What follows belongs to an exercise in optimizing a design on an open flow for small area and a short achievable clock period; a production flow would make more cautious choices.
Only simulation tests tie the RTL to the original design; equivalence was not proved.
Power is estimated from default activity; no workload was simulated.

// wasm_ctrl_top
module wasm_ctrl_top (
    input  logic                      clk,
    input  logic                      rst_n,
    input  logic [addr_w-1:0]         read_pointer,
    input  logic [window_bytes*8-1:0] window,
    output logic [7:0]                advance,
    output logic                      jump_en,
    output logic [addr_w-1:0]         jump_addr,
    output logic [11:0]               stack_ctrl,  
    output logic [31:0]               imm,
    output logic                      call_en,
    output logic [24:0]               call_frame,  
    output logic                      ret_en,
    output logic                      finish,
    output logic                      instr_error
);
clock: 8.0 ns
lec_check: 0
abc_area: 1
cap_margin: 20
core_margin: 2
core_utilization: 60
cts_buf_list: sky130_fd_sc_hd__clkbuf_8
cts_cluster_diameter: 50
cts_cluster_size: 12
setup_slack_margin: 2.25
slew_margin: 20
standard.sh (not shown) runs the stock make flow with config.mk's settings and CLKGATE_MAP_FILE= SYNTH_SCRIPT=/design/flow/synth_recipe.tcl, a recipe that flattens the netlist after the stock synthesis.
==> flow/flow/run.sh <==
#!/bin/bash
set -euo pipefail
export BUFFER_PORTS_ARGS="-buffer_cell sky130_fd_sc_hd__buf_2"
bash standard.sh > standard_flow.log 2>&1
Change:
--- a/flow/design.v
+++ b/flow/design.v
@@ -283,51 +283,50 @@
     assign op_is_call = (opcode == op_call);
     assign op_is_end  = (opcode == op_end);
     assign op_is_unr  = (opcode == op_unreachable);
     opcode_decode u_dec (.opcode(opcode), .ctrl(dec_ctrl), .has_leb(op_has_leb));
     logic magic, vec_at_last;
     assign magic       = (window == wasm_magic_version);
     assign vec_at_last = (vec_cnt == vec_last);
     logic [func_idx_w-1:0] rd_idx;
     assign rd_idx = s_run ? window[11:8] : start_idx;
-    logic [func_max-1:0] ent_valid, sig_valid;
-    always_comb begin
-        for (int i = 0; i < func_max; i++) begin
-            ent_valid[i] = 1'b0;
-            sig_valid[i] = 1'b0;
-            for (int j = i; j < func_max; j++) begin
-                if (vec_last == func_idx_w'(j)) ent_valid[i] = 1'b1;
-                if (sig_hwm == 5'(j + 1))      sig_valid[i] = 1'b1;
-            end
-            if (sig_hwm[func_idx_w]) sig_valid[i] = 1'b1;
-        end
-    end
+    function automatic logic gt4(input logic [3:0] a, input logic [3:0] b);  
+        gt4 = (a[3] & !b[3]) |
+              (!(a[3] ^ b[3]) & a[2] & !b[2]) |
+              (!(a[3] ^ b[3]) & !(a[2] ^ b[2]) & a[1] & !b[1]) |
+              (!(a[3] ^ b[3]) & !(a[2] ^ b[2]) & !(a[1] ^ b[1]) & a[0] & !b[0]);
+    endfunction
     logic [4:0]  sig_rd;
     logic [19:0] ent_rd;
     logic        sig_ok, ent_ok;
-    assign sig_ok = sig_valid[rd_idx];
-    assign ent_ok = ent_valid[rd_idx];
+    assign ent_ok = !gt4(rd_idx, vec_last);
+    assign sig_ok = sig_hwm[func_idx_w] | gt4(sig_hwm[func_idx_w-1:0], rd_idx);
     entry_table #(.width(4)) par_tab (
         .clk, .wr_en(s_par), .wr_idx(vec_cnt), .wr_data(window[11:8]),
         .rd_idx, .rd_data(sig_rd[4:1])
     );
     entry_table #(.width(1)) res_tab (
         .clk, .wr_en(s_res), .wr_idx(vec_cnt), .wr_data(window[0]),
         .rd_idx, .rd_data(sig_rd[0])
     );
     entry_table #(.width(20)) ent_tab (
         .clk, .wr_en(s_loc & locals_done), .wr_idx(vec_cnt), .wr_data({read_pointer, local_acc}),
         .rd_idx, .rd_data(ent_rd)
     );
     logic [addr_w-1:0] ret_top;
     logic              ret_last;
     logic [addr_w-1:0] ret_sum, ret_addr;
-    assign ret_sum  = read_pointer + addr_w'(op_len);
+    logic [3:0] ret_lo;
+    logic [8:0] rp_hi_inc;
+    assign ret_lo    = {1'b0, read_pointer[2:0]} + {1'b0, op_len};
+    assign rp_hi_inc = read_pointer[11:3] + 9'd1;
+    assign ret_sum   = {(rp_hi_inc & {9{ret_lo[3]}}) | (read_pointer[11:3] & {9{!ret_lo[3]}}),
+                        ret_lo[2:0]};
     assign ret_addr = s_run ? ret_sum : '0;  
     return_stack u_ret (
         .clk, .rst_n, .push(call_en), .push_addr(ret_addr), .pop(ret_en),
         .top_addr(ret_top), .last_frame(ret_last)
     );
     logic launch, bypass;
     assign launch = s_loc & locals_done & vec_at_last;
     assign bypass = (start_idx == vec_cnt);
     always_comb begin
After rerunning:
- cell count drops by about 4%
- worst setup slack improves by 0.029 ns
- wire length rose by 0.47%
- clock-buffer cell count rose by 6
- area after synthesis is lower by 1.4%
- total power drops by about 1.9%
- cell area goes down by about 1.3%
- sequential power barely changes
- flip-flop and latch count stays the same
- combinational power went down by 12%
- hold slack gets better by 0.0090 ns
- core utilization came out higher by 0.46 points
- die area goes down by about 1.4%
- synthesized cell count is lower by about 4.4%

## port drivers added, routing unchanged
In the flow no input, the clock included, has a driving cell. The finished layouts below were timed again as built, in two steps. Step 1 sets driving cells, clkbuf_16 on the clock port and buf_2 on the other inputs (assumed; they add their load-dependent delay and slew). Step 2 adds t to the input delays and takes it off the output delays; t is the mean of the earliest and latest rising clock arrival at the registers after step 1. Input paths then give back, and output paths get back, about the clock's delay inside the block. a / b / c = ideal ports / drivers / drivers and shift; a / b = the first two.
run | t, ns | setup WS [ns] | worst setup path at the end | latest minus earliest clock arrival (ns) | worst register clock-pin slew, ns
the first run | 0.716 | 2.298 / 2.241 / 2.241 | input to output | 0.039 / 0.039 | 0.09 / 0.09
the second run | 0.738 | 2.326 / 2.293 / 2.293 | input to output | 0.030 / 0.029 | 0.09 / 0.09
After both steps every run listed still meets setup and hold. For the first run, which loses most, drivers alone change the setup slack by -0.057 ns; drivers and shift together by -0.057 ns.
